This is an optimization exercise on Yosys and OpenROAD, whose aim is a short achievable clock period and few clock cycles per item, not a production implementation.
Only simulation tests tie the RTL to the original design; equivalence was not proved.
Power is estimated from default activity; no workload was simulated.

==> design/flow/design.v <==
`default_nettype none
package fcpu_pkg;
   localparam int DATA_W      = 32;
   localparam int GMEM_ADDR_W = 32;
   localparam int RSV_ID_W    = 4;
   typedef enum logic [1:0] {
      OP_LW  = 2'd0,
      OP_SW  = 2'd1,
      OP_LBU = 2'd2,
      OP_SB  = 2'd3
   } mem_op_t;
   typedef enum logic [1:0] {
      REG_CTRL   = 2'd0,
      REG_BASE   = 2'd1,
      REG_LIMIT  = 2'd2,
      REG_FAULTS = 2'd3
   } cfg_addr_t;
   localparam int CTRL_XLAT_EN_BIT = 0;
   typedef struct packed {
      logic [RSV_ID_W-1:0] rsv_id;
      mem_op_t             opcode;
      logic [DATA_W-1:0]   addr;
      logic [DATA_W-1:0]   data;
   } mem_req_t;
   typedef struct packed {
      logic [RSV_ID_W-1:0] rsv_id;
      logic [DATA_W-1:0]   data;
      logic                fault;
   } cdb_t;
   localparam int CDB_W = RSV_ID_W + DATA_W + 1;
   localparam int REQ_W = RSV_ID_W + 2 + DATA_W + DATA_W;
endpackage
`default_nettype wire
`timescale 1ns/100ps
`default_nettype none
module op_fifo #(
   parameter int  WIDTH     = 8,
   parameter int  DEPTH     = 4
) (
   input  logic     clk,
   input  logic     arst_n,
   input  logic     push,
   input  logic [WIDTH-1:0] push_data,
   output logic     full,
   input  logic     pop,
   output logic [WIDTH-1:0] pop_data,
   output logic     empty
);
   localparam int PTR_W = (DEPTH > 1) ? $clog2(DEPTH) : 1;
   localparam int CNT_W = $clog2(DEPTH + 1);
   logic [WIDTH-1:0] mem [DEPTH];
   logic [PTR_W-1:0] wr_ptr;
   logic [PTR_W-1:0] rd_ptr;
   logic [CNT_W-1:0] count;
   logic             do_push;
   logic             do_pop;
   assign full     = (count == CNT_W'(DEPTH));
   assign empty    = (count == '0);
   assign do_push  = push && !full;
   assign do_pop   = pop && !empty;
   assign pop_data = mem[rd_ptr];
   always_ff @(posedge clk) begin
      if (do_push) begin
         mem[wr_ptr] <= push_data;
      end
   end
   always_ff @(posedge clk or negedge arst_n) begin
      if (!arst_n) begin
         wr_ptr <= '0;
         rd_ptr <= '0;
         count  <= '0;
      end else begin
         if (do_push) begin
            wr_ptr <= (wr_ptr == PTR_W'(DEPTH - 1)) ? '0 : wr_ptr + 1'b1;
         end
         if (do_pop) begin
            rd_ptr <= (rd_ptr == PTR_W'(DEPTH - 1)) ? '0 : rd_ptr + 1'b1;
         end
         case ({do_push, do_pop})
            2'b10:   count <= count + 1'b1;
            2'b01:   count <= count - 1'b1;
            default: count <= count;
         endcase
      end
   end
endmodule
`default_nettype wire
`timescale 1ns/100ps
`default_nettype none
import fcpu_pkg::*;
module mmu_cfg_regs
(
   input  logic                   clk,
   input  logic                   arst_n,
   input  logic                   cfg_we,
   input  logic [1:0]             cfg_addr,
   input  logic [DATA_W-1:0]      cfg_wdata,
   input  logic                   fault_pulse,
   output logic [DATA_W-1:0]      cfg_rdata,
   output logic [GMEM_ADDR_W-1:0] seg_base,
   output logic [DATA_W-1:0]      seg_limit,
   output logic                   xlat_en,
   output logic [GMEM_ADDR_W-1:0] xlat_base,
   output logic [15:0]            xlat_base_hi1
);
   logic [DATA_W-1:0] fault_cnt;
   always_ff @(posedge clk or negedge arst_n) begin
      if (!arst_n) begin
         xlat_en   <= 1'b0;
         seg_base  <= '0;
         seg_limit <= '0;
         xlat_base <= '0;
         xlat_base_hi1 <= 16'd1;
      end else if (cfg_we) begin
         case (cfg_addr)
            REG_CTRL: begin
               xlat_en   <= cfg_wdata[CTRL_XLAT_EN_BIT];
               xlat_base <= cfg_wdata[CTRL_XLAT_EN_BIT] ? seg_base : '0;
               xlat_base_hi1 <= (cfg_wdata[CTRL_XLAT_EN_BIT] ? seg_base[31:16] : 16'd0) + 16'd1;
            end
            REG_BASE: begin
               seg_base  <= GMEM_ADDR_W'(cfg_wdata);
               xlat_base <= xlat_en ? GMEM_ADDR_W'(cfg_wdata) : '0;
               xlat_base_hi1 <= (xlat_en ? cfg_wdata[31:16] : 16'd0) + 16'd1;
            end
            REG_LIMIT: seg_limit <= cfg_wdata;
            default:   ;
         endcase
      end
   end
   always_ff @(posedge clk or negedge arst_n) begin
      if (!arst_n) begin
         fault_cnt <= '0;
      end else if (cfg_we && cfg_addr == REG_FAULTS) begin
         fault_cnt <= '0;
      end else if (fault_pulse && fault_cnt != '1) begin
         fault_cnt <= fault_cnt + 1'b1;
      end
   end
   always_comb begin
      cfg_rdata = '0;
      case (cfg_addr)
         REG_CTRL:   cfg_rdata[CTRL_XLAT_EN_BIT] = xlat_en;
         REG_BASE:   cfg_rdata = DATA_W'(seg_base);
         REG_LIMIT:  cfg_rdata = seg_limit;
         REG_FAULTS: cfg_rdata = fault_cnt;
         default:    cfg_rdata = '0;
      endcase
   end
endmodule
`default_nettype wire
`timescale 1ns/100ps
`default_nettype none
import fcpu_pkg::*;
module address_translator
(
   input  logic                   clk,
   input  logic                   arst_n,
   input  logic                   in_valid,
   input  fcpu_pkg::mem_req_t               in_req,
   input  logic [GMEM_ADDR_W-1:0] seg_base,
   input  logic [DATA_W-1:0]      seg_limit,
   input  logic                   xlat_en,
   input  logic                   stall,
   output logic                   out_valid,
   output fcpu_pkg::mem_req_t               out_req,
   output logic [GMEM_ADDR_W-1:0] out_paddr,
   output logic                   out_fault
);
   logic                   advance;
   logic                   is_word;
   logic                   misaligned;
   logic                   over_limit;
   logic [GMEM_ADDR_W-1:0] paddr;
   assign advance = !out_valid || !stall;
   assign is_word    = (in_req.opcode == OP_LW) || (in_req.opcode == OP_SW);
   assign misaligned = is_word && (in_req.addr[1:0] != 2'b00);
   assign over_limit = xlat_en && (in_req.addr >= seg_limit);
   assign paddr      = xlat_en ? seg_base + GMEM_ADDR_W'(in_req.addr)
                               : GMEM_ADDR_W'(in_req.addr);
   always_ff @(posedge clk or negedge arst_n) begin
      if (!arst_n) begin
         out_valid <= 1'b0;
      end else if (advance) begin
         out_valid <= in_valid;
      end
   end
   always_ff @(posedge clk) begin
      if (advance && in_valid) begin
         out_req   <= in_req;
         out_paddr <= paddr;
         out_fault <= misaligned || over_limit;
      end
   end
endmodule
`default_nettype wire
`timescale 1ns/100ps
`default_nettype none
import fcpu_pkg::*;
module memory_management_unit
#(
   parameter int QUEUE_DEPTH = 4,
   parameter int ROB_DEPTH   = 8,
   parameter int RES_DEPTH   = 3
) (
   input  logic                   clk,
   input  logic                   arst_n,
   input  logic [RSV_ID_W-1:0]    rsv_id,
   input  logic                   valid,
   input  logic [1:0]             opcode,
   input  logic [DATA_W-1:0]      address,
   input  logic [DATA_W-1:0]      data,
   output logic                   ready,
   output logic [RSV_ID_W-1:0]    cdb_rsv_id,
   output logic [DATA_W-1:0]      cdb_data,
   output logic                   cdb_fault,
   output logic                   cdb_valid,
   input  logic                   cdb_ready,
   input  logic [GMEM_ADDR_W-1:0] seg_base,
   input  logic [DATA_W-1:0]      seg_limit,
   input  logic                   xlat_en,
   input  logic [GMEM_ADDR_W-1:0] xlat_base,
   input  logic [15:0]            xlat_base_hi1,
   output logic                   fault_pulse,
   output logic [GMEM_ADDR_W-1:0] araddr,
   output logic                   arvalid,
   input  logic                   arready,
   input  logic [DATA_W-1:0]      rdata,
   input  logic [1:0]             rresp,
   input  logic                   rvalid,
   output logic                   rready,
   output logic [GMEM_ADDR_W-1:0] awaddr,
   output logic                   awvalid,
   input  logic                   awready,
   output logic [DATA_W-1:0]      wdata,
   output logic [DATA_W/8-1:0]    wstrb,
   output logic                   wvalid,
   input  logic                   wready,
   input  logic [1:0]             bresp,
   input  logic                   bvalid,
   output logic                   bready
);
   localparam int BQ_D   = QUEUE_DEPTH;
   localparam int BQ_CW  = $clog2(BQ_D + 1);
   localparam int ROB_W  = $clog2(ROB_DEPTH);
   localparam int ROB_CW = $clog2(ROB_DEPTH + 1);
   localparam int BQ_W = (GMEM_ADDR_W - 2) + 4 + DATA_W + DATA_W/8 + ROB_W;
   logic                   ready_q;
   logic                   r0_v;
   logic [RSV_ID_W-1:0]    r0_rsv;
   logic                   r0_load;
   logic                   r0_lbu;
   logic                   r0_sb;
   logic [15:0]            r0_sum_lo;   
   logic                   r0_cy_lo;    
   logic [15:0]            r0_sum_hi0;  
   logic [15:0]            r0_sum_hi1;  
   logic [DATA_W-1:0]      r0_wdata;
   logic                   r0_mis;      
   logic                   r0_hi_gt;    
   logic                   r0_hi_eq;    
   logic                   r0_lo_ge;    
   logic                   r0_fault;
   logic [ROB_CW-1:0]      rob_cnt;
   logic [ROB_W-1:0]       rob_head;
   logic [ROB_W-1:0]       rob_tail;
   logic [RSV_ID_W-1:0]    rob_rsv   [ROB_DEPTH];
   logic [ROB_DEPTH-1:0]   rob_bus;     
   logic                   rob_fault [ROB_DEPTH];
   logic [ROB_DEPTH-1:0]   rob_done;    
   logic [ROB_DEPTH-1:0]   head_oh;     
   logic                   rob_full;
   logic                   bq_full;
   logic                   f_head;      
   logic [BQ_CW-1:0]       bq_cnt;
   logic [BQ_W-1:0]        bq [BQ_D];
   logic                   fw_ld;       
   logic                   fw_st;       
   logic                   rr;          
   logic                   br;          
   logic                   f_lbu;
   logic [1:0]             f_lane;
   logic [ROB_W-1:0]       f_idx;
   logic                   aw_done;
   logic                   w_done;
   logic                   ar_i, ar_r, ar_b;
   logic                   aw_i, aw_r, aw_b;
   logic                   w_i,  w_r,  w_b;
   logic                   c_v;
   logic [RSV_ID_W-1:0]    c_rsv;
   logic [DATA_W-1:0]      c_data;
   logic                   c_fault;
   logic                   accept;
   logic [16:0]            in_sum_lo;
   logic                   space;
   logic                   adv;
   assign ready  = ready_q;
   assign accept = valid && ready_q;
   assign in_sum_lo = {1'b0, xlat_base[15:0]} + {1'b0, address[15:0]};
   assign space = !rob_full && !bq_full;
   assign adv   = r0_v && space;
   always_ff @(posedge clk) begin
      if (accept) begin
         r0_rsv   <= rsv_id;
         r0_load  <= !opcode[0];
         r0_lbu   <= (opcode == OP_LBU);
         r0_sb    <= (opcode == OP_SB);
         r0_sum_lo  <= in_sum_lo[15:0];
         r0_cy_lo   <= in_sum_lo[16];
         r0_sum_hi0 <= xlat_base[31:16] + address[31:16];
         r0_sum_hi1 <= xlat_base_hi1 + address[31:16];
         r0_wdata   <= (opcode == OP_SB) ? {(DATA_W/8){data[7:0]}} : data;
         r0_mis     <= !opcode[1] && (address[1:0] != 2'b00);
         r0_hi_gt   <= xlat_en && (address[31:16] > seg_limit[31:16]);
         r0_hi_eq   <= xlat_en && (address[31:16] == seg_limit[31:16]);
         r0_lo_ge   <= (address[15:0] >= seg_limit[15:0]);
      end
   end
   logic [GMEM_ADDR_W-1:0] paddr;
   logic [BQ_W-1:0]        new_op;
   logic                   bq_push;
   assign paddr    = {r0_cy_lo ? r0_sum_hi1 : r0_sum_hi0, r0_sum_lo};
   assign r0_fault = r0_mis || r0_hi_gt || (r0_hi_eq && r0_lo_ge);
   assign new_op = {paddr[GMEM_ADDR_W-1:2],
                    r0_load,
                    r0_lbu,
                    paddr[1:0],
                    r0_wdata,
                    r0_sb ? (DATA_W/8)'(1) << paddr[1:0] : {(DATA_W/8){1'b1}},
                    rob_tail};
   assign bq_push = adv && !r0_fault;
   logic                   hv;
   logic [GMEM_ADDR_W-1:2] h_paddr;
   logic                   h_load;
   logic                   h_lbu;
   logic [1:0]             h_lane;
   logic [DATA_W-1:0]      h_wdata;
   logic [DATA_W/8-1:0]    h_wstrb;
   logic [ROB_W-1:0]       h_idx;
   logic                   f_wait;
   logic                   resp_now;
   logic                   start_ok;
   logic                   h_done;
   assign hv = (bq_cnt != '0);
   assign {h_paddr, h_load, h_lbu, h_lane, h_wdata, h_wstrb, h_idx} = bq[0];
   assign f_wait   = fw_ld || fw_st;
   assign resp_now = (rr && rvalid) || (br && bvalid);
   assign start_ok = !f_wait || resp_now;
   assign araddr  = {h_paddr, 2'b00};
   assign awaddr  = {h_paddr, 2'b00};
   assign wdata   = h_wdata;
   assign wstrb   = h_wstrb;
   assign arvalid = ar_i || (ar_r && rvalid) || (ar_b && bvalid);
   assign awvalid = aw_i || (aw_r && rvalid) || (aw_b && bvalid);
   assign wvalid  = w_i  || (w_r  && rvalid) || (w_b  && bvalid);
   assign rready  = rr;
   assign bready  = br;
   assign h_done = (arvalid && arready) ||
                   (hv && !h_load && start_ok && (aw_done || awready) && (w_done || wready));
   logic [BQ_CW-1:0]       bq_cnt_n;
   logic [BQ_W-1:0]        bq_n [BQ_D];
   logic                   hv_n;
   logic                   h_load_n;
   logic                   f_wait_n;
   logic                   f_load_n;
   logic                   aw_done_n;
   logic                   w_done_n;
   logic                   c_free;
   logic                   head_ready;
   logic                   bypass;
   logic                   rob_pop;
   logic [ROB_CW-1:0]      rob_cnt_n;
   logic                   r0_v_n;
   always_comb begin
      case ({bq_push, h_done})
         2'b10:   bq_cnt_n = bq_cnt + 1'b1;
         2'b01:   bq_cnt_n = bq_cnt - 1'b1;
         default: bq_cnt_n = bq_cnt;
      endcase
      for (int i = 0; i < BQ_D; i++) begin
         if (h_done) begin
            bq_n[i] = (i + 1 < BQ_D && BQ_CW'(i + 1) < bq_cnt) ? bq[(i + 1) % BQ_D] : new_op;
         end else begin
            bq_n[i] = (BQ_CW'(i) == bq_cnt) ? new_op : bq[i];
         end
      end
      hv_n      = (bq_cnt_n != '0);
      h_load_n  = bq_n[0][BQ_W - (GMEM_ADDR_W - 2) - 1];
      f_wait_n  = h_done || (f_wait && !resp_now);
      f_load_n  = h_done ? h_load : fw_ld;
      aw_done_n = !h_done && (aw_done || (awvalid && awready));
      w_done_n  = !h_done && (w_done || (wvalid && wready));
   end
   assign c_free     = !c_v || cdb_ready;
   assign head_ready = |(rob_done & head_oh);
   assign bypass     = resp_now && f_head;
   assign rob_pop    = c_free && (head_ready || bypass);
   localparam int RF_W  = $clog2(RES_DEPTH);
   localparam int RF_CW = $clog2(RES_DEPTH + 1);
   logic [DATA_W-1:0]      rf_mem [RES_DEPTH];
   logic [RF_W-1:0]        rf_wp;
   logic [RF_W-1:0]        rf_rp;
   logic [RF_CW-1:0]       rf_cnt;
   logic                   rf_full;
   logic                   rf_push;
   logic                   rf_pop;
   logic                   rf_full_n;
   logic                   hd_bus;
   assign hd_bus  = |(rob_bus & head_oh);
   assign rf_push = resp_now && !(bypass && c_free);
   assign rf_pop  = rob_pop && !bypass && hd_bus;
   logic                   rob_full_n;
   logic                   bq_full_n;
   logic [ROB_W-1:0]       head_p1;
   logic                   f_head_n;
   always_comb begin
      rob_cnt_n  = rob_pop ? (adv ? rob_cnt : rob_cnt - 1'b1)
                           : (adv ? rob_cnt + 1'b1 : rob_cnt);
      rob_full_n = !rob_pop && (rob_full || (adv && rob_cnt == ROB_CW'(ROB_DEPTH - 1)));
      bq_full_n  = !h_done && (bq_full || (bq_push && bq_cnt == BQ_CW'(BQ_D - 1)));
      r0_v_n     = accept || (r0_v && !adv);
      rf_full_n  = !rf_pop && (rf_full || (rf_push && rf_cnt == RF_CW'(RES_DEPTH - 1)));
      head_p1    = rob_head + 1'b1;
      if (h_done) begin
         f_head_n = rob_pop ? (h_idx == head_p1) : (h_idx == rob_head);
      end else begin
         f_head_n = rob_pop ? (f_idx == head_p1) : (f_idx == rob_head);
      end
   end
   always_ff @(posedge clk or negedge arst_n) begin
      if (!arst_n) begin
         ready_q  <= 1'b0;
         r0_v     <= 1'b0;
         bq_cnt   <= '0;
         rob_cnt  <= '0;
         rob_head <= '0;
         head_oh  <= ROB_DEPTH'(1);
         rob_full <= 1'b0;
         bq_full  <= 1'b0;
         f_head   <= 1'b0;
         rob_done <= '0;
         rob_tail <= '0;
         fw_ld    <= 1'b0;
         fw_st    <= 1'b0;
         rr       <= 1'b0;
         br       <= 1'b0;
         rf_wp    <= '0;
         rf_rp    <= '0;
         rf_cnt   <= '0;
         rf_full  <= 1'b0;
         aw_done  <= 1'b0;
         w_done   <= 1'b0;
         ar_i     <= 1'b0;
         ar_r     <= 1'b0;
         ar_b     <= 1'b0;
         aw_i     <= 1'b0;
         aw_r     <= 1'b0;
         aw_b     <= 1'b0;
         w_i      <= 1'b0;
         w_r      <= 1'b0;
         w_b      <= 1'b0;
         c_v      <= 1'b0;
      end else begin
         ready_q  <= !r0_v_n || (!rob_full_n && !bq_full_n);
         rob_full <= rob_full_n;
         bq_full  <= bq_full_n;
         f_head   <= f_head_n;
         r0_v     <= r0_v_n;
         bq_cnt   <= bq_cnt_n;
         rob_cnt  <= rob_cnt_n;
         if (adv) begin
            rob_tail <= rob_tail + 1'b1;
         end
         if (rob_pop) begin
            rob_head <= head_p1;
            head_oh  <= {head_oh[ROB_DEPTH-2:0], head_oh[ROB_DEPTH-1]};
         end
         for (int i = 0; i < ROB_DEPTH; i++) begin
            if (adv && rob_tail == ROB_W'(i)) begin
               rob_done[i] <= r0_fault;
            end else if (rob_pop && head_oh[i]) begin
               rob_done[i] <= 1'b0;
            end else if (resp_now && f_idx == ROB_W'(i)) begin
               rob_done[i] <= 1'b1;
            end
         end
         fw_ld    <= f_wait_n && f_load_n;
         fw_st    <= f_wait_n && !f_load_n;
         rr       <= f_wait_n && f_load_n && !rf_full_n;
         br       <= f_wait_n && !f_load_n && !rf_full_n;
         rf_full  <= rf_full_n;
         if (rf_push) begin
            rf_wp <= (rf_wp == RF_W'(RES_DEPTH - 1)) ? '0 : rf_wp + 1'b1;
         end
         if (rf_pop) begin
            rf_rp <= (rf_rp == RF_W'(RES_DEPTH - 1)) ? '0 : rf_rp + 1'b1;
         end
         case ({rf_push, rf_pop})
            2'b10:   rf_cnt <= rf_cnt + 1'b1;
            2'b01:   rf_cnt <= rf_cnt - 1'b1;
            default: rf_cnt <= rf_cnt;
         endcase
         aw_done  <= aw_done_n;
         w_done   <= w_done_n;
         ar_i     <= hv_n && h_load_n && !f_wait_n;
         ar_r     <= hv_n && h_load_n && f_wait_n && f_load_n && !rf_full_n;
         ar_b     <= hv_n && h_load_n && f_wait_n && !f_load_n && !rf_full_n;
         aw_i     <= hv_n && !h_load_n && !f_wait_n && !aw_done_n;
         aw_r     <= hv_n && !h_load_n && f_wait_n && f_load_n && !rf_full_n;
         aw_b     <= hv_n && !h_load_n && f_wait_n && !f_load_n && !rf_full_n;
         w_i      <= hv_n && !h_load_n && !f_wait_n && !w_done_n;
         w_r      <= hv_n && !h_load_n && f_wait_n && f_load_n && !rf_full_n;
         w_b      <= hv_n && !h_load_n && f_wait_n && !f_load_n && !rf_full_n;
         if (c_free) begin
            c_v <= head_ready || bypass;
         end
      end
   end
   always_ff @(posedge clk) begin
      for (int i = 0; i < BQ_D; i++) begin
         bq[i] <= bq_n[i];
      end
      if (rf_push) begin
         rf_mem[rf_wp] <= resp_data;
      end
      if (h_done) begin
         f_lbu  <= h_lbu;
         f_lane <= h_lane;
         f_idx  <= h_idx;
      end
   end
   logic [7:0]             lane_byte;
   logic                   resp_fault;
   logic [DATA_W-1:0]      resp_data;
   assign lane_byte  = rdata[{f_lane, 3'b000} +: 8];
   assign resp_fault = fw_ld ? (rresp != 2'b00) : (bresp != 2'b00);
   assign resp_data  = (!fw_ld || rresp != 2'b00) ? '0 :
                       f_lbu ? {{(DATA_W-8){1'b0}}, lane_byte} : rdata;
   always_ff @(posedge clk) begin
      for (int i = 0; i < ROB_DEPTH; i++) begin
         if (adv && rob_tail == ROB_W'(i)) begin
            rob_rsv[i]   <= r0_rsv;
            rob_bus[i]   <= !r0_fault;
            rob_fault[i] <= r0_fault;
         end else if (resp_now && f_idx == ROB_W'(i)) begin
            rob_fault[i] <= resp_fault;
         end
      end
   end
   logic [RSV_ID_W-1:0]    hd_rsv;
   logic                   hd_fault;
   always_comb begin
      hd_rsv   = '0;
      hd_fault = 1'b0;
      for (int i = 0; i < ROB_DEPTH; i++) begin
         hd_rsv   = hd_rsv   | (rob_rsv[i]  & {RSV_ID_W{head_oh[i]}});
         hd_fault = hd_fault | (rob_fault[i] & head_oh[i]);
      end
   end
   always_ff @(posedge clk) begin
      if (rob_pop) begin
         c_rsv <= hd_rsv;
         if (bypass) begin
            c_data  <= resp_data;
            c_fault <= resp_fault;
         end else begin
            c_data  <= hd_bus ? rf_mem[rf_rp] : '0;
            c_fault <= hd_fault;
         end
      end
   end
   assign cdb_valid   = c_v;
   assign cdb_rsv_id  = c_rsv;
   assign cdb_data    = c_data;
   assign cdb_fault   = c_fault;
   assign fault_pulse = c_v && cdb_ready && c_fault;
endmodule
`default_nettype wire
`timescale 1ns/100ps
`default_nettype none
import fcpu_pkg::*;
module fcpu
#(
   parameter int QUEUE_DEPTH = 4
) (
   input  logic                   clk,
   input  logic                   arst_n,
   input  logic [RSV_ID_W-1:0]    rsv_id,
   input  logic                   valid,
   input  logic [1:0]             opcode,
   input  logic [DATA_W-1:0]      address,
   input  logic [DATA_W-1:0]      data,
   output logic                   ready,
   output logic [RSV_ID_W-1:0]    cdb_rsv_id,
   output logic [DATA_W-1:0]      cdb_data,
   output logic                   cdb_fault,
   output logic                   cdb_valid,
   input  logic                   cdb_ready,
   input  logic                   cfg_we,
   input  logic [1:0]             cfg_addr,
   input  logic [DATA_W-1:0]      cfg_wdata,
   output logic [DATA_W-1:0]      cfg_rdata,
   output logic [GMEM_ADDR_W-1:0] araddr,
   output logic                   arvalid,
   input  logic                   arready,
   input  logic [DATA_W-1:0]      rdata,
   input  logic [1:0]             rresp,
   input  logic                   rvalid,
   output logic                   rready,
   output logic [GMEM_ADDR_W-1:0] awaddr,
   output logic                   awvalid,
   input  logic                   awready,
   output logic [DATA_W-1:0]      wdata,
   output logic [DATA_W/8-1:0]    wstrb,
   output logic                   wvalid,
   input  logic                   wready,
   input  logic [1:0]             bresp,
   input  logic                   bvalid,
   output logic                   bready
);
   logic [GMEM_ADDR_W-1:0] seg_base;
   logic [DATA_W-1:0]      seg_limit;
   logic                   xlat_en;
   logic [GMEM_ADDR_W-1:0] xlat_base;
   logic [15:0]            xlat_base_hi1;
   logic                   fault_pulse;
   mmu_cfg_regs cfg_inst (
      .*
   );
   memory_management_unit #(
      .QUEUE_DEPTH (QUEUE_DEPTH)
   ) mmu_inst (
      .*
   );
endmodule
`default_nettype wire
==> design/flow/flow/run.sh <==
#!/bin/bash
set -euo pipefail
here=$(pwd)
export PRE_IO_PLACEMENT_TCL="$here/flow/io_groups.tcl"
bash standard.sh > "$here/standard_flow.log" 2>&1
==> design/flow/flow/io_groups.tcl <==
# cfg_addr selects cfg_rdata combinationally
set_io_pin_constraint -group -order -pin_names {cfg_rdata[0] cfg_rdata[1] cfg_rdata[2] cfg_rdata[3] cfg_rdata[4] cfg_rdata[5] cfg_rdata[6] cfg_rdata[7] cfg_rdata[8] cfg_rdata[9] cfg_rdata[10] cfg_rdata[11] cfg_rdata[12] cfg_rdata[13] cfg_rdata[14] cfg_rdata[15] cfg_addr[0] cfg_addr[1] cfg_rdata[16] cfg_rdata[17] cfg_rdata[18] cfg_rdata[19] cfg_rdata[20] cfg_rdata[21] cfg_rdata[22] cfg_rdata[23] cfg_rdata[24] cfg_rdata[25] cfg_rdata[26] cfg_rdata[27] cfg_rdata[28] cfg_rdata[29] cfg_rdata[30] cfg_rdata[31]}
# the response valids start the next transaction in the same cycle
set_io_pin_constraint -group -order -pin_names {arready arvalid rvalid bvalid awvalid wvalid awready wready rready bready}
# each address bit drives both address ports from one register
set_io_pin_constraint -group -order -pin_names {araddr[2] awaddr[2] araddr[3] awaddr[3] araddr[4] awaddr[4] araddr[5] awaddr[5] araddr[6] awaddr[6] araddr[7] awaddr[7] araddr[8] awaddr[8] araddr[9] awaddr[9] araddr[10] awaddr[10] araddr[11] awaddr[11] araddr[12] awaddr[12] araddr[13] awaddr[13] araddr[14] awaddr[14] araddr[15] awaddr[15] araddr[16] awaddr[16] araddr[17] awaddr[17] araddr[18] awaddr[18] araddr[19] awaddr[19] araddr[20] awaddr[20] araddr[21] awaddr[21] araddr[22] awaddr[22] araddr[23] awaddr[23] araddr[24] awaddr[24] araddr[25] awaddr[25] araddr[26] awaddr[26] araddr[27] awaddr[27] araddr[28] awaddr[28] araddr[29] awaddr[29] araddr[30] awaddr[30] araddr[31] awaddr[31]}
==> design/flow/standard.sh <==
#!/bin/bash
# synth_recipe.tcl (not shown) runs the flow's synth.tcl, then flattens the netlist and writes it again
# the make line also repeats each setting of config.mk as NAME=value (left out here)
make -C /OpenROAD-flow-scripts/flow DESIGN_CONFIG=/design/flow/config.mk WORK_HOME=/design/flow/orfs CLKGATE_MAP_FILE= SYNTH_SCRIPT=/design/flow/synth_recipe.tcl "${@:-finish}"
==> design/flow/config.mk <==
export PLATFORM = sky130hd
export DESIGN_NAME = fcpu
export DESIGN_NICKNAME = fcpu
export VERILOG_FILES = /design/flow/design.v
export SDC_FILE = /design/flow/constraint.sdc
export NUM_CORES = 4
export LEC_CHECK = 0
export ABC_CLOCK_PERIOD_IN_PS = 2400
export CAP_MARGIN = 20
export CORE_MARGIN = 2
export CORE_UTILIZATION = 65
export SETUP_SLACK_MARGIN = 2.6
export SLEW_MARGIN = 20
export TNS_END_PERCENT = 100
==> design/flow/constraint.sdc <==
create_clock -name core_clock -period 5.0 [get_ports {clk}]
set_input_delay 1.0000 -clock core_clock [delete_from_list [all_inputs] [get_ports {clk}]]
set_output_delay 1.0000 -clock core_clock [all_outputs]
set_load 0.01 [all_outputs]
==> impl_metrics.prom, run 1 <==
# TYPE chip_impl_metric gauge
chip_impl_info{name="run_status",value="finished clean"} 1
chip_impl_info{name="synth.area.top_cells",value="edfxtp_1 (48%), dfrtp_1 (14%), mux2_2 (5.6%), ha_1 (3.4%), nand2_1 (2.2%)"} 1
chip_impl_info{name="crit_type",value="input port to output port"} 1
chip_impl_metric{name="num_io_pins",unit=""} 326
chip_impl_metric{name="synth_sequential_area_ratio",unit=""} 0.625
chip_impl_info{name="hp-class",value="input port to asynchronous set/reset pin"} 1
chip_impl_info{name="startpoint_type",value="input port"} 1
chip_impl_metric{name="dpl_cell_area",unit="um2"} 38700
chip_impl_metric{name="timing.final.hold_violations",unit=""} 0
chip_impl_info{name="leading_register_cell_type_out_of_synthesis",value="edfxtp_1"} 1
chip_impl_metric{name="antenna_found_initial",unit=""} 2
chip_impl_metric{name="place.detailed.hpwl",unit="um"} 59200
chip_impl_metric{name="clkLatencyLatePin",unit="ps"} 610
chip_impl_metric{name="vias_per_cell",unit=""} 6.35
chip_impl_metric{name="syn_avg_cell_area",unit="um2"} 12.8
chip_impl_metric{name="die_h",unit="um"} 237
chip_impl_metric{name="via_count_of_the_first_global_routing_pass",unit=""} 24100
chip_impl_metric{name="detail-route-antenna-nets",unit=""} 0
chip_impl_metric{name="clock_period_minus_worst_slack",unit="ps"} 2920
chip_impl_metric{name="cellPowerDensity",unit="nW/um2"} 340
chip_impl_metric{name="drv_cap",unit=""} 0
chip_impl_metric{name="grt_max_degree",unit=""} 104
chip_impl_metric{name="synth-seq-cells",unit=""} 771
chip_impl_metric{name="cts.sinks",unit=""} 771
chip_impl_metric{name="report.final.slew_viol_count",unit=""} 0
chip_impl_info{name="root_buffer",value="clkbuf_16"} 1
chip_impl_metric{name="via_count",unit=""} 24500
chip_impl_metric{name="fmax",unit="MHz"} 342
chip_impl_info{name="highest_delay_cell_along_the_critical_path",value="o21ai_2"} 1
chip_impl_metric{name="synth-edff-count",unit=""} 570
chip_impl_metric{name="number_of_setup_violations_in_the_final_report",unit=""} 0
chip_impl_metric{name="drt_pass1_iterations",unit=""} 6
chip_impl_metric{name="clock_pin_slew_on_the_worst_setup_and_hold_paths",unit="ps"} 60
chip_impl_metric{name="route.detailed.wl_per_inst",unit="um"} 25.5
chip_impl_metric{name="cts-buffers-inserted",unit=""} 78
chip_impl_metric{name="grt_overflow",unit=""} 0
chip_impl_metric{name="ir_drop",unit="mV"} 0.392
chip_impl_metric{name="crit_buf_inv",unit=""} 3
chip_impl_metric{name="wirelength",unit="um"} 98200
chip_impl_info{name="tritoncts",value="yes"} 1
chip_impl_metric{name="floorplan.rows",unit=""} 85
chip_impl_metric{name="grt_pass1_wl",unit="um"} 139000
chip_impl_metric{name="critical-path-max-stage-delay",unit="ps"} 290
chip_impl_metric{name="post-synth-top-area-fraction",unit=""} 0.483
chip_impl_info{name="post-synth-top-area-cell",value="edfxtp_1"} 1
chip_impl_metric{name="fp.dieArea",unit="um2"} 56400
chip_impl_metric{name="required",unit="ps"} 4000
chip_impl_metric{name="initial_cell_density_of_the_core",unit=""} 0.658
chip_impl_metric{name="critical_path.max_fanout",unit=""} 9
chip_impl_metric{name="grt_use_total",unit=""} 0.324
chip_impl_info{name="endpoint_kind",value="output port"} 1
chip_impl_metric{name="power.static_leakage",unit="uW"} 0.0174
chip_impl_metric{name="worst_ep_arrival_time",unit="ps"} 1920
chip_impl_metric{name="drt_iter0_drc",unit=""} 2397
chip_impl_metric{name="final.period_utilization",unit=""} 0.584
chip_impl_info{name="cpLargestDelayFamily",value="compound AO/OA/AOI/OAI gates"} 1
chip_impl_metric{name="ys_async_sr_fraction",unit=""} 0.259
chip_impl_metric{name="power",unit="uW"} 15000
chip_impl_metric{name="route.detailed.drc",unit=""} 0
chip_impl_metric{name="io_buffer_count",unit=""} 321
chip_impl_metric{name="tightestPinTransition",unit="ps"} 887
chip_impl_metric{name="post_synth_num_cell_types",unit=""} 75
chip_impl_metric{name="design_area",unit="um2"} 44200
chip_impl_info{name="grt_setup_unrepaired",value="yes"} 1
chip_impl_metric{name="syn_to_layout_area_delta",unit="%"} 24.8
chip_impl_metric{name="final.setup_skew",unit="ps"} 12.4
chip_impl_metric{name="synth_warnings",unit=""} 6
chip_impl_metric{name="core_region_area",unit="um2"} 53800
chip_impl_metric{name="cts-hold-fix-buffers",unit=""} 0
chip_impl_metric{name="slew_headroom",unit=""} 0.392
chip_impl_metric{name="synthesized_instance_count",unit=""} 2766
chip_impl_metric{name="clockBufferDepth",unit=""} 3
chip_impl_metric{name="cts_htree_levels",unit=""} 3
chip_impl_metric{name="final_layout_size_suffix_gt1_frac",unit=""} 0.230
chip_impl_metric{name="gp_congestion",unit=""} 0.953
chip_impl_metric{name="synthesis.area",unit="um2"} 35400
chip_impl_metric{name="fin_nets",unit=""} 3343
chip_impl_info{name="cell_chain_of_the_critical_path",value="buf_16, buf_12, o21ai_2, a22o_1, buf_2"} 1
chip_impl_metric{name="fp.dieW",unit="um"} 237
chip_impl_metric{name="totalNegativeSetupSlack",unit="ps"} 0
chip_impl_metric{name="holdWs",unit="ps"} 439
power breakdown:
part	total (uW)	switching, uW	internal, uW
Sequential	7200	179	7020
Clock	6140	2530	3620
Combinational	1670	869	800
state kept, by name, indices dropped and copies added (netlist names), 32 cells and up:
| name | count |
|---|---|
| cfg_inst.seg_limit | 32 |
| mmu_inst.bq | 292 |
| cfg_inst.seg_base | 32 |
| mmu_inst.rf_mem | 96 |
| mmu_inst.rob_rsv | 32 |
| mmu_inst.r0_wdata | 32 |
| cfg_inst.xlat_base | 32 |
| cfg_inst.fault_cnt | 32 |
| mmu_inst.c_data | 32 |
metrics by stage:
step	std cells	worst slack (ps)	utilization
after global routing	3853	2080	0.821
after CTS	3795	2090	0.795
final	3853	2080	0.821
after global placement	3584	708	0.720
after detailed placement	3584	612	0.720
after floorplan	2769	1780	-
area by class of cell:
cell class / count / area (um2)
fill: 2847 / 9610
tap: 696 / 871
clock buffer: 93 / 2080
multi-input combinational: 1667 / 13300
timing repair buffer: 468 / 4750
clock inverter: 51 / 603
inverter: 104 / 404
timing repair inverter: 2 / 12.5
sequential: 771 / 22200
antenna: 1 / 2.50
logic make-up after synthesis:
family                   Yosys count  synth area share
flip-flops                       771             0.625
AND/OR/NAND/NOR                  623            0.0822
AO/OA/AOI/OAI                    595             0.112
buffers and inverters            343            0.0475
multiplexers                     241            0.0747
adder cells (fa/ha/maj)          101            0.0365
XOR/XNOR                          91            0.0225
other                              1          0.000106
worst register-to-register path: stages (launching register included):
cell      delay [ps]
dfrtp_2          360
inv_2             70
ha_4             180
nand2b_4          70
o211ai_1         160
o21ai_4          290
buf_6            140
buf_12            90
inv_8             50
ha_4             170
nor2b_1          130
o21ai_1          180
o221ai_2         150
nor3_4           330
nor2b_2          100
and3_1           170
metal layers:
| layer | wire [um] | GRT usage | up-vias | part of all wire |
|---|---|---|---|---|
| met1 | 35900 | 0.403 | 12100 | 0.37 |
| met5 | 11 | 0 | - | 0.00011 |
| met2 | 49300 | 0.547 | 1317 | 0.50 |
| met4 | 5290 | 0.178 | 2 | 0.054 |
| met3 | 7710 | 0.0531 | 279 | 0.079 |
| li1 | - | - | 10800 | - |
cell usage after synthesis (all sizes together) (4+ instances only):
master     n
and3      46
mux2i     63
a31oi     11
mux2     177
nor3      24
buf      123
nand2    207
clkbuf   116
nand4     22
nand3     18
a211o      7
o22ai     21
and4b      4
a21oi    135
nor4b      5
o21ai    159
xor2      24
a22oi     35
nand2b    22
a22o      84
dfrtp    198
edfxtp   570
nor3b     16
a221oi    16
o221a      8
a21o      52
or2        6
nor2b     18
o2bb2ai    9
inv      104
o211ai     8
a21boi     4
a211oi     7
nor2     198
and2      16
xnor2     67
ha        97
fa         4
or3        8
o31ai      5
nor4       5
o21a      13
what timing repair did:
action	4_1_cts	5_1_grt
pin swaps	71	65
setup endpoints to repair	1066	450
setup buffers	54	42
gates cloned	13	15
resized for setup	614	232
final timing paths:
kind / startpoint / endpoint / slack (ps) / cells past startpoint
max: cfg_addr[0] / cfg_rdata[30] / 2080 / 5
min: arst_n / cfg_inst.seg_limit[30]$_DFFE_PN0P_ / 440 / 1
max reg2reg: mmu_inst.bq_cnt[0]$_DFF_PN0_ / mmu_inst.ar_i$_DFF_PN0_ / 2250 / 15
min reg2reg: mmu_inst.bq[0][0]$_DFFE_PP_ / mmu_inst.f_idx[0]$_DFFE_PN_ / 480 / 0
max in group asynchronous: arst_n / cfg_inst.fault_cnt[6]$_DFFE_PN0P_ / 3520 / 2
min in group core_clock: mmu_inst.bq[0][0]$_DFFE_PP_ / mmu_inst.f_idx[0]$_DFFE_PN_ / 480 / 0
cells in the final DEF (no fill, tap or decap), types with 85 or more instances in the layout:
cell and n:
nor2_1 192, clkbuf_16 85, a21oi_1 123, buf_4 87, dfrtp_1 187, edfxtp_1 570
clkdlybuf4s50_1 113, inv_1 95, dlygate4sd2_1 125, o21ai_0 105, nand2_1 194, mux2_2 105
Testbench counts, summed over its fixed seeds: cycles 3,923, items 2,400.
==> inputs of run 2 (changes only) <==
--- a/design/flow/config.mk
+++ b/design/flow/config.mk
@@ -6,9 +6,9 @@
 export NUM_CORES = 4
 export LEC_CHECK = 0
-export ABC_CLOCK_PERIOD_IN_PS = 2400
+export ABC_CLOCK_PERIOD_IN_PS = 1500
 export CAP_MARGIN = 20
 export CORE_MARGIN = 2
 export CORE_UTILIZATION = 65
-export SETUP_SLACK_MARGIN = 2.6
+export SETUP_SLACK_MARGIN = 2.8
 export SLEW_MARGIN = 20
 export TNS_END_PERCENT = 100
==> impl_metrics.prom, run 2 <==
# TYPE chip_impl_metric gauge
chip_impl_metric{name="cts-hold-fix-buffers",unit=""} 0
chip_impl_info{name="post-synth-top-area-cell",value="edfxtp_1"} 1
chip_impl_metric{name="timing.critical_path.depth",unit=""} 11
chip_impl_metric{name="required",unit="ps"} 5540
chip_impl_metric{name="register_area",unit="um2"} 22200
chip_impl_metric{name="synth-seq-cells",unit=""} 771
chip_impl_metric{name="clock_period_minus_worst_slack",unit="ps"} 3640
chip_impl_metric{name="post-synth-top-area-fraction",unit=""} 0.483
chip_impl_metric{name="syn_avg_cell_area",unit="um2"} 12.8
chip_impl_metric{name="detail-route-antenna-nets",unit=""} 0
chip_impl_metric{name="num_io_pins",unit=""} 326
chip_impl_info{name="synth.most_common_cell",value="edfxtp_1"} 1
chip_impl_metric{name="ir_drop",unit="mV"} 0.265
chip_impl_metric{name="post-route-worst-setup-slack",unit="ps"} 1360
chip_impl_info{name="grt_setup_unrepaired",value="yes"} 1
chip_impl_info{name="crit_type",value="register to register"} 1
chip_impl_metric{name="gp_congestion",unit=""} 0.944
chip_impl_metric{name="synthesis.area",unit="um2"} 35400
chip_impl_info{name="commonest_non_fill_non_tap_cell_in_the_layout",value="edfxtp_1"} 1
chip_impl_info{name="cell_chain_of_the_critical_path",value="nor2_1, and2_1, nand2_2, inv_1, ha_4, nor2b_2, o21ai_2, o221ai_2, nor3_4, or2_4, nor3_2"} 1
chip_impl_info{name="highest_delay_cell_along_the_critical_path",value="dfrtp_1"} 1
chip_impl_metric{name="fp.dieArea",unit="um2"} 56400
chip_impl_metric{name="io_buffer_count",unit=""} 321
chip_impl_metric{name="utilization",unit=""} 0.881
chip_impl_metric{name="syn_to_layout_area_delta",unit="%"} 33.8
chip_impl_metric{name="cts_htree_levels",unit=""} 3
chip_impl_metric{name="cts.sinks",unit=""} 771
chip_impl_metric{name="critical_path.max_fanout",unit=""} 11
chip_impl_metric{name="post_synth_num_cell_types",unit=""} 75
chip_impl_info{name="check.faults",value="capacitance limit, slew limit"} 1
chip_impl_metric{name="rr_worst_depth",unit=""} 11
chip_impl_metric{name="drt_pass1_iterations",unit=""} 8
chip_impl_metric{name="number_of_setup_violations_in_the_final_report",unit=""} 0
chip_impl_metric{name="crit_buf_inv",unit=""} 1
chip_impl_metric{name="final_layout_size_suffix_gt1_frac",unit=""} 0.346
chip_impl_info{name="rr_startpoint",value="mmu_inst.bq_full$_DFF_PN0_"} 1
chip_impl_metric{name="grt_pass1_wl",unit="um"} 161000
chip_impl_metric{name="final.setup_skew",unit="ps"} 43.4
chip_impl_metric{name="final_cell_count_without_fillers",unit=""} 4009
chip_impl_metric{name="slew_headroom",unit=""} -0.106
chip_impl_metric{name="route.detailed.drc",unit=""} 0
chip_impl_metric{name="critical-path-max-stage-delay",unit="ps"} 590
chip_impl_info{name="tritoncts",value="yes"} 1
chip_impl_metric{name="synth-edff-count",unit=""} 570
chip_impl_metric{name="place.detailed.hpwl",unit="um"} 60200
chip_impl_metric{name="synth_sequential_area_ratio",unit=""} 0.625
chip_impl_metric{name="vias_per_cell",unit=""} 7.11
chip_impl_metric{name="antenna_found_initial",unit=""} 3
chip_impl_info{name="root_buffer",value="clkbuf_16"} 1
chip_impl_metric{name="synth_warnings",unit=""} 6
chip_impl_metric{name="fillerInstances",unit=""} 2059
chip_impl_info{name="leading_register_cell_type_out_of_synthesis",value="edfxtp_1"} 1
chip_impl_metric{name="clkLatencyLatePin",unit="ps"} 660
chip_impl_metric{name="die_h",unit="um"} 237
chip_impl_metric{name="drt_iter0_drc",unit=""} 4022
chip_impl_metric{name="drv_cap",unit=""} 2
chip_impl_metric{name="detailedPlace.worstSlack",unit="ps"} 776
chip_impl_metric{name="final.period_utilization",unit=""} 0.728
chip_impl_metric{name="largest_reg_flops",unit=""} 292
chip_impl_metric{name="grt_use_total",unit=""} 0.383
chip_impl_metric{name="grt_overflow",unit=""} 0
chip_impl_metric{name="report.final.slew_viol_count",unit=""} 12
chip_impl_info{name="synth.area.top_cells",value="edfxtp_1 (48%), dfrtp_1 (14%), mux2_2 (5.6%), ha_1 (3.4%), nand2_1 (2.2%)"} 1
chip_impl_metric{name="ys_async_sr_fraction",unit=""} 0.259
chip_impl_metric{name="fin_nets",unit=""} 3496
chip_impl_metric{name="fp.dieW",unit="um"} 237
chip_impl_metric{name="worst_ep_arrival_time",unit="ps"} 4180
chip_impl_metric{name="cellPowerDensity",unit="nW/um2"} 318
chip_impl_metric{name="grt_max_degree",unit=""} 100
chip_impl_info{name="largest_registers",value="mmu_inst.bq (292), mmu_inst.rf_mem (96)"} 1
chip_impl_metric{name="core_region_area",unit="um2"} 53800
chip_impl_metric{name="via_count_of_the_first_global_routing_pass",unit=""} 26300
chip_impl_info{name="post_synth_most_frequent_cells",value="edfxtp_1 (570), nand2_1 (207), dfrtp_1 (198), nor2_1 (198), mux2_2 (177)"} 1
chip_impl_metric{name="floorplan.rows",unit=""} 85
chip_impl_info{name="startpoint_type",value="register"} 1
chip_impl_info{name="regMostFlops",value="mmu_inst.bq"} 1
chip_impl_metric{name="wirelength",unit="um"} 137000
chip_impl_info{name="final_cell_mix",value="edfxtp_1 (570), nand2_1 (189), dfrtp_1 (188)"} 1
chip_impl_metric{name="timing.final.hold_violations",unit=""} 0
chip_impl_metric{name="place.detailed.instances",unit=""} 3587
chip_impl_metric{name="via_count",unit=""} 28500
chip_impl_metric{name="clock_pin_slew_on_the_worst_setup_and_hold_paths",unit="ps"} 80
chip_impl_metric{name="route.detailed.wl_per_inst",unit="um"} 34.2
chip_impl_info{name="cpLargestDelayFamily",value="simple AND/OR/NAND/NOR gates"} 1
chip_impl_metric{name="power.static_leakage",unit="uW"} 0.0190
chip_impl_metric{name="multi_input_comb_area",unit="um2"} 14500
chip_impl_metric{name="rrSetupSlack",unit="ps"} 1360
chip_impl_metric{name="cts-buffers-inserted",unit=""} 78
chip_impl_metric{name="fmax",unit="MHz"} 275
chip_impl_metric{name="clockBufferDepth",unit=""} 3
chip_impl_info{name="run_status",value="failed layout checks"} 1
chip_impl_info{name="critical_path.reg2reg.endpoint",value="mmu_inst.w_b$_DFF_PN0_"} 1
chip_impl_metric{name="synthesized_instance_count",unit=""} 2766
chip_impl_info{name="hp-class",value="input port to asynchronous set/reset pin"} 1
chip_impl_info{name="endpoint_kind",value="register"} 1
chip_impl_metric{name="initial_cell_density_of_the_core",unit=""} 0.658
chip_impl_metric{name="tightestPinTransition",unit="ps"} 1610
chip_impl_metric{name="totalNegativeSetupSlack",unit="ps"} 0
-- run 2: routing by layer --
metal | track usage | vias to the layer above | share of wire
met5 | 0 | - | 0.000095
met4 | 0.244 | 2 | 0.11
met3 | 0.0606 | 926 | 0.13
met2 | 0.640 | 2801 | 0.46
met1 | 0.469 | 13700 | 0.31
li1 | - | 11100 | -
-- run 2: how the worst max path moves through the flow --
stage / startpoint / to
after global routing: mmu_inst.bq_full$_DFF_PN0_ / mmu_inst.w_b$_DFF_PN0_
after global placement: rvalid / mmu_inst.bq[0][26]$_DFFE_PP_
after CTS: cfg_addr[0] / cfg_rdata[3]
after detailed placement: rvalid / mmu_inst.bq[0][30]$_DFFE_PP_
final: mmu_inst.bq_full$_DFF_PN0_ / mmu_inst.w_b$_DFF_PN0_
after floorplan: rvalid / mmu_inst.ar_i$_DFF_PN0_
-- run 2: per-stage QoR --
| step | power, uW | instance area (um2) | hold slack [ps] |
|---|---|---|---|
| 4_1_cts | 14600 | 44800 | 474 |
| 6_report | 15100 | 47400 | 482 |
| 3_5_place_dp | 8670 | 38800 | 457 |
| 2_1_floorplan | 8080 | 35700 | 400 |
| 5_1_grt | 15400 | 47400 | 495 |
| 3_3_place_gp | 8620 | 38800 | 448 |
-- run 2: cell families after synthesis --
group	synth area share
DFF	0.625
and+or+nand+nor	0.0822
AOI/OAI and AO/OA	0.112
buffers and inverters	0.0475
muxes	0.0747
adders and majority gates	0.0365
xor gates and xnor gates	0.0225
other	0.000106
-- run 2: cell type report --
class	instances	area share
antenna	2	0.000106
tap	696	0.0184
clock buffer	113	0.0473
sequential	771	0.467
clock inverter	33	0.00665
timing repair inverter	1	0.000343
timing repair buffer	617	0.144
multi-input combinational	1672	0.307
inverter	104	0.00881
-- run 2: where the power goes --
part           internal (uW)  switching (uW)
Sequential              7020             194
Clock                   3320            2780
Combinational            858             910
Total                  11200            3880
-- run 2: what timing repair did --
item,4_1_cts,5_1_grt
pin swaps,160,151
gates cloned,48,37
gates resized for setup,1301,353
setup buffers,135,54
setup endpoints to repair,1112,940
-- run 2: worst register-to-register path, delay by kind of cell, from the launching register on --
kind                       cells  cell delay (ps)
DFF                            1              590
and+or+nand+nor                7             1950
adders and majority gates      1              310
AOI/OAI and AO/OA              2              220
buffers and inverters          1              440
==> inputs of run 3 (changes only) <==
--- a/design/flow/design.v
+++ b/design/flow/design.v
@@ -273,6 +273,15 @@
    logic                   bq_full;
    logic                   f_head;      
-   logic [BQ_CW-1:0]       bq_cnt;
-   logic [BQ_W-1:0]        bq [BQ_D];
+   localparam int QF_D  = BQ_D - 1;
+   localparam int QF_W  = (QF_D > 1) ? $clog2(QF_D) : 1;
+   localparam int QF_CW = $clog2(QF_D + 1);
+   logic [BQ_CW-1:0]       bq_cnt;      
+   logic                   hv;          
+   logic [BQ_W-1:0]        h_q;
+   logic [BQ_W-1:0]        qf [QF_D];
+   logic [QF_W-1:0]        qf_wp;
+   logic [QF_W-1:0]        qf_rp;
+   logic [QF_CW-1:0]       qf_cnt;
+   logic                   qf_ne;       
    logic                   fw_ld;       
    logic                   fw_st;       
@@ -330,5 +339,4 @@
                     rob_tail};
    assign bq_push = adv && !r0_fault;
-   logic                   hv;
    logic [GMEM_ADDR_W-1:2] h_paddr;
    logic                   h_load;
@@ -342,6 +350,5 @@
    logic                   start_ok;
    logic                   h_done;
-   assign hv = (bq_cnt != '0);
-   assign {h_paddr, h_load, h_lbu, h_lane, h_wdata, h_wstrb, h_idx} = bq[0];
+   assign {h_paddr, h_load, h_lbu, h_lane, h_wdata, h_wstrb, h_idx} = h_q;
    assign f_wait   = fw_ld || fw_st;
    assign resp_now = (rr && rvalid) || (br && bvalid);
@@ -359,5 +366,10 @@
                    (hv && !h_load && start_ok && (aw_done || awready) && (w_done || wready));
    logic [BQ_CW-1:0]       bq_cnt_n;
-   logic [BQ_W-1:0]        bq_n [BQ_D];
+   logic                   h_take;
+   logic [BQ_W-1:0]        qf_head;
+   logic [BQ_W-1:0]        h_n;
+   logic                   qf_pop;
+   logic                   qf_keep;
+   logic [QF_CW-1:0]       qf_cnt_n;
    logic                   hv_n;
    logic                   h_load_n;
@@ -378,13 +390,16 @@
          default: bq_cnt_n = bq_cnt;
       endcase
-      for (int i = 0; i < BQ_D; i++) begin
-         if (h_done) begin
-            bq_n[i] = (i + 1 < BQ_D && BQ_CW'(i + 1) < bq_cnt) ? bq[(i + 1) % BQ_D] : new_op;
-         end else begin
-            bq_n[i] = (BQ_CW'(i) == bq_cnt) ? new_op : bq[i];
-         end
-      end
-      hv_n      = (bq_cnt_n != '0);
-      h_load_n  = bq_n[0][BQ_W - (GMEM_ADDR_W - 2) - 1];
+      h_take    = !hv || h_done;
+      qf_head   = qf[qf_rp];
+      h_n       = h_take ? (qf_ne ? qf_head : new_op) : h_q;
+      hv_n      = h_take ? (qf_ne || bq_push) : 1'b1;
+      qf_pop    = h_take && qf_ne;
+      qf_keep   = bq_push && !(h_take && !qf_ne);
+      case ({qf_keep, qf_pop})
+         2'b10:   qf_cnt_n = qf_cnt + 1'b1;
+         2'b01:   qf_cnt_n = qf_cnt - 1'b1;
+         default: qf_cnt_n = qf_cnt;
+      endcase
+      h_load_n  = h_n[BQ_W - (GMEM_ADDR_W - 2) - 1];
       f_wait_n  = h_done || (f_wait && !resp_now);
       f_load_n  = h_done ? h_load : fw_ld;
@@ -433,4 +448,9 @@
          r0_v     <= 1'b0;
          bq_cnt   <= '0;
+         hv       <= 1'b0;
+         qf_wp    <= '0;
+         qf_rp    <= '0;
+         qf_cnt   <= '0;
+         qf_ne    <= 1'b0;
          rob_cnt  <= '0;
          rob_head <= '0;
@@ -468,4 +488,13 @@
          r0_v     <= r0_v_n;
          bq_cnt   <= bq_cnt_n;
+         hv       <= hv_n;
+         qf_cnt   <= qf_cnt_n;
+         qf_ne    <= (qf_cnt_n != '0);
+         if (qf_keep) begin
+            qf_wp <= (qf_wp == QF_W'(QF_D - 1)) ? '0 : qf_wp + 1'b1;
+         end
+         if (qf_pop) begin
+            qf_rp <= (qf_rp == QF_W'(QF_D - 1)) ? '0 : qf_rp + 1'b1;
+         end
          rob_cnt  <= rob_cnt_n;
          if (adv) begin
@@ -518,6 +547,7 @@
    end
    always_ff @(posedge clk) begin
-      for (int i = 0; i < BQ_D; i++) begin
-         bq[i] <= bq_n[i];
+      h_q <= h_n;
+      if (bq_push) begin
+         qf[qf_wp] <= new_op;
       end
       if (rf_push) begin
--- a/design/flow/config.mk
+++ b/design/flow/config.mk
@@ -6,9 +6,9 @@
 export NUM_CORES = 4
 export LEC_CHECK = 0
-export ABC_CLOCK_PERIOD_IN_PS = 1500
+export ABC_CLOCK_PERIOD_IN_PS = 2400
 export CAP_MARGIN = 20
 export CORE_MARGIN = 2
 export CORE_UTILIZATION = 65
-export SETUP_SLACK_MARGIN = 2.8
+export SETUP_SLACK_MARGIN = 2.6
 export SLEW_MARGIN = 20
 export TNS_END_PERCENT = 100
==> impl_metrics.prom, run 3 <==
# TYPE chip_impl_metric gauge
chip_impl_info{name="largest_registers",value="mmu_inst.qf (219), mmu_inst.rf_mem (96), mmu_inst.h_q (73)"} 1
chip_impl_metric{name="synthesis.area",unit="um2"} 35200
chip_impl_metric{name="number_of_setup_violations_in_the_final_report",unit=""} 0
chip_impl_metric{name="slew_headroom",unit=""} 0.282
chip_impl_metric{name="drt_pass1_iterations",unit=""} 6
chip_impl_metric{name="report.final.slew_viol_count",unit=""} 0
chip_impl_metric{name="grt_use_total",unit=""} 0.325
chip_impl_info{name="highest_delay_cell_along_the_critical_path",value="a22o_1"} 1
chip_impl_metric{name="floorplan.rows",unit=""} 85
chip_impl_info{name="grt_setup_unrepaired",value="yes"} 1
chip_impl_metric{name="post_synth_num_cell_types",unit=""} 86
chip_impl_info{name="tritoncts",value="yes"} 1
chip_impl_info{name="endpoint_kind",value="output port"} 1
chip_impl_metric{name="dpl_cell_area",unit="um2"} 39400
chip_impl_metric{name="die_h",unit="um"} 237
chip_impl_metric{name="internal_power",unit="uW"} 14600
chip_impl_metric{name="final.setup_skew",unit="ps"} 13.8
chip_impl_metric{name="ir_drop",unit="mV"} 0.371
chip_impl_metric{name="core_region_area",unit="um2"} 53600
chip_impl_info{name="post-synth-top-area-cell",value="edfxtp_1"} 1
chip_impl_metric{name="synth-edff-count",unit=""} 570
chip_impl_metric{name="fp.dieArea",unit="um2"} 56000
chip_impl_metric{name="tightestPinTransition",unit="ps"} 1080
chip_impl_metric{name="register_area",unit="um2"} 22400
chip_impl_metric{name="p_comb_frac",unit=""} 0.269
chip_impl_metric{name="detail-route-antenna-nets",unit=""} 0
chip_impl_info{name="leading_register_cell_type_out_of_synthesis",value="edfxtp_1"} 1
chip_impl_metric{name="critical-path-max-stage-delay",unit="ps"} 240
chip_impl_info{name="crit_type",value="input port to output port"} 1
chip_impl_info{name="final_cell_mix",value="edfxtp_1 (570), nand2_1 (270), nor2_1 (199)"} 1
chip_impl_metric{name="power.static_leakage",unit="uW"} 0.0170
chip_impl_metric{name="power_switching",unit="uW"} 6630
chip_impl_metric{name="initial_cell_density_of_the_core",unit=""} 0.656
chip_impl_metric{name="via_count",unit=""} 24000
chip_impl_info{name="root_buffer",value="clkbuf_16"} 1
chip_impl_metric{name="detailedPlace.worstSlack",unit="ps"} 930
chip_impl_metric{name="multi_input_comb_area",unit="um2"} 13000
chip_impl_metric{name="vias_per_cell",unit=""} 6.22
chip_impl_metric{name="largest_reg_flops",unit=""} 219
chip_impl_metric{name="io_buffer_count",unit=""} 321
chip_impl_metric{name="fillerInstances",unit=""} 3039
chip_impl_info{name="critical_path.reg2reg.endpoint",value="mmu_inst.rob_cnt[1]$_DFFE_PN0P_"} 1
chip_impl_metric{name="cellPowerDensity",unit="nW/um2"} 490
chip_impl_metric{name="cts.sinks",unit=""} 779
chip_impl_metric{name="synth_warnings",unit=""} 4
chip_impl_metric{name="wirelength",unit="um"} 92000
chip_impl_info{name="hp-class",value="input port to asynchronous set/reset pin"} 1
chip_impl_metric{name="syn_avg_cell_area",unit="um2"} 12.8
chip_impl_metric{name="clock_pin_slew_on_the_worst_setup_and_hold_paths",unit="ps"} 60
chip_impl_metric{name="final.period_utilization",unit=""} 0.581
chip_impl_info{name="commonest_non_fill_non_tap_cell_in_the_layout",value="edfxtp_1"} 1
chip_impl_metric{name="grt_overflow",unit=""} 0
chip_impl_metric{name="synth_sequential_area_ratio",unit=""} 0.636
chip_impl_metric{name="drt_iter0_drc",unit=""} 1979
chip_impl_metric{name="ys_async_sr_fraction",unit=""} 0.267
chip_impl_info{name="startpoint_type",value="input port"} 1
chip_impl_metric{name="seq_power_share",unit=""} 0.449
chip_impl_metric{name="fmax",unit="MHz"} 344
chip_impl_metric{name="drv_cap",unit=""} 0
chip_impl_metric{name="critical_path.max_fanout",unit=""} 9
chip_impl_metric{name="post-route-worst-setup-slack",unit="ps"} 2090
chip_impl_metric{name="grt_max_degree",unit=""} 91
chip_impl_info{name="rr_startpoint",value="mmu_inst.rr$_DFF_PN0_"} 1
chip_impl_metric{name="rrSetupSlack",unit="ps"} 2590
chip_impl_metric{name="cts-buffers-inserted",unit=""} 79
chip_impl_metric{name="cts_htree_levels",unit=""} 3
chip_impl_info{name="cell_chain_of_the_critical_path",value="buf_16, nor2b_4, buf_6, buf_12, a22o_1, buf_2"} 1
chip_impl_metric{name="clkLatencyLatePin",unit="ps"} 610
chip_impl_info{name="startpoint",value="cfg_addr[0]"} 1
chip_impl_metric{name="final_layout_size_suffix_gt1_frac",unit=""} 0.198
chip_impl_metric{name="fin_nets",unit=""} 3339
chip_impl_metric{name="rr_worst_depth",unit=""} 8
chip_impl_info{name="post_synth_most_frequent_cells",value="edfxtp_1 (570), nand2_1 (277), dfrtp_1 (206)"} 1
chip_impl_info{name="synth.area.top_cells",value="edfxtp_1 (49%), dfrtp_1 (15%), mux2_2 (4.3%), mux2i_1 (3.4%), ha_1 (3.3%)"} 1
chip_impl_metric{name="synthesized_instance_count",unit=""} 2746
chip_impl_metric{name="place.detailed.hpwl",unit="um"} 60600
chip_impl_info{name="regMostFlops",value="mmu_inst.qf"} 1
chip_impl_metric{name="timing.final.hold_violations",unit=""} 0
chip_impl_metric{name="syn_to_layout_area_delta",unit="%"} 23.0
chip_impl_metric{name="required",unit="ps"} 4000
chip_impl_metric{name="gp_congestion",unit=""} 0.945
chip_impl_metric{name="share_clk_of_total_power",unit=""} 0.283
chip_impl_info{name="run_status",value="finished clean"} 1
chip_impl_metric{name="design_area",unit="um2"} 43200
chip_impl_metric{name="totalNegativeSetupSlack",unit="ps"} 0
chip_impl_metric{name="post-synth-top-area-fraction",unit=""} 0.487
chip_impl_metric{name="num_io_pins",unit=""} 326
chip_impl_info{name="cp-endpoint",value="cfg_rdata[26]"} 1
chip_impl_metric{name="clockBufferDepth",unit=""} 3
chip_impl_metric{name="clock_period_minus_worst_slack",unit="ps"} 2910
chip_impl_metric{name="route.detailed.drc",unit=""} 0
chip_impl_metric{name="synth-seq-cells",unit=""} 779
chip_impl_metric{name="antenna_found_initial",unit=""} 4
chip_impl_metric{name="worst_ep_arrival_time",unit="ps"} 1910
chip_impl_info{name="synth.most_common_cell",value="edfxtp_1"} 1
chip_impl_metric{name="grt_pass1_wl",unit="um"} 140000
chip_impl_metric{name="swShare",unit=""} 0.313
chip_impl_metric{name="route.detailed.wl_per_inst",unit="um"} 23.9
chip_impl_metric{name="via_count_of_the_first_global_routing_pass",unit=""} 24200
chip_impl_metric{name="fp.dieW",unit="um"} 237
run 3: cell count changes after synthesis, sizes merged, moves of 22 or more:
cell	previous run	this run
a22o	84	32
nand2	207	277
mux2i	63	128
inv	104	82
mux2	177	133
o21ai	159	191
buf	123	67
run 3: critical path, delay by kind of cell:
kind	cells	cell delay (ps)
buffers and inverters	4	530
AO/OA/AOI/OAI	1	240
AND/OR/NAND/NOR	1	130
run 3: layer usage:
metal	part of all wire	vias to the layer above	global-route usage
met5	0.00029	-	0
met4	0.033	4	0.104
met3	0.067	201	0.0541
met2	0.51	1009	0.558
met1	0.39	12000	0.428
li1	-	10800	-
run 3: cell type report:
| cell class | instances | share of cell area |
|---|---|---|
| multi-input cells | 1720 | 0.300 |
| flip-flops and latches | 779 | 0.517 |
| clock buffers | 98 | 0.0493 |
| well taps | 696 | 0.0201 |
| inverters | 82 | 0.00738 |
| diodes | 2 | 0.000116 |
| clock inverters | 46 | 0.0115 |
| repair buffers | 430 | 0.0945 |
run 3: power groups by stage:
| stage | registers (uW) | logic, uW | clock network [uW] |
|---|---|---|---|
| floorplan | 9320 | 3530 | 0 |
| global placement | 9600 | 5300 | 0 |
| detailed placement | 9660 | 5500 | 0 |
| CTS | 9490 | 5490 | 6030 |
| global route | 9630 | 6130 | 6300 |
| finish | 9510 | 5700 | 6000 |
run 3: through the flow:
| stage | hold WS (ps) | total power, uW | std cells | util |
|---|---|---|---|---|
| after floorplan | 400 | 12800 | 2749 | - |
| after global placement | 415 | 14900 | 3631 | 0.736 |
| after detailed placement | 416 | 15200 | 3631 | 0.736 |
| after CTS | 430 | 21000 | 3820 | 0.795 |
| after global routing | 436 | 22100 | 3852 | 0.807 |
| final | 426 | 21200 | 3853 | 0.807 |
run 3: how the worst min path moves through the flow:
stage	from	end	slack (ps)	cells after the start
floorplan	mmu_inst.h_q[39]$_DFFE_PN_	mmu_inst.f_lane[0]$_DFFE_PP_	400	0
finish	arst_n	cfg_inst.fault_cnt[1]$_DFFE_PN0P_	430	1
global route	mmu_inst.h_q[40]$_DFFE_PN_	mmu_inst.f_lane[1]$_DFFE_PP_	440	0
detailed placement	mmu_inst.h_q[40]$_DFFE_PN_	mmu_inst.f_lane[1]$_DFFE_PP_	420	0
global placement	mmu_inst.h_q[40]$_DFFE_PN_	mmu_inst.f_lane[1]$_DFFE_PP_	420	0
CTS	mmu_inst.h_q[40]$_DFFE_PN_	mmu_inst.f_lane[1]$_DFFE_PP_	430	0
run 3: logic make-up after synthesis:
| family | count (synthesis) | synth area share |
|---|---|---|
| AND/OR/NAND/NOR | 711 | 0.0939 |
| flip-flops | 779 | 0.636 |
| other | 1 | 0.000107 |
| multiplexers | 262 | 0.0807 |
| XOR/XNOR | 91 | 0.0227 |
| AO/OA/AOI/OAI | 555 | 0.100 |
| buffers and inverters | 250 | 0.0314 |
| adder cells (fa/ha/maj) | 97 | 0.0356 |
run 3: timing repair:
item	4_1_cts	5_1_grt
resized for setup	454	102
cloned	6	2
buffers inserted	39	29
endpoints found under the setup margin	823	173
hold buffers	0	0
pin swaps	28	49
Testbench counts of run 3, summed over its fixed seeds: cycles 3,923, items 2,400.

separate check: timing with driven ports:
The flow's constraints put no driver on any port. The routed layouts listed below were extracted and timed again, unchanged, in two steps. Step 1 assumes that a clkbuf_16 drives the clock port and a buf_2 every other input. Step 2 times the ports against the registers' clock, not the clock port: input delays grow and output delays shrink by t, the midpoint of the rising clock arrivals with the driver on. a / b / c = ideal / step 1 / step 2; a / b = the first two.
run	shift t [ns]	setup slack, ns	hold slack, ns	cell pins on the clock port's net
run 1	0.669	2.080 / 1.914 / 1.558	0.439 / 0.432 / 0.476	1
run 2	0.709	1.361 / 1.361 / 1.289	0.482 / 0.491 / 0.491	1
run 3	0.669	2.093 / 1.982 / 1.811	0.426 / 0.406 / 0.429	1
The setup slack of run 1, which loses most, moves by -0.166 ns with the drivers and by -0.522 ns with both steps.
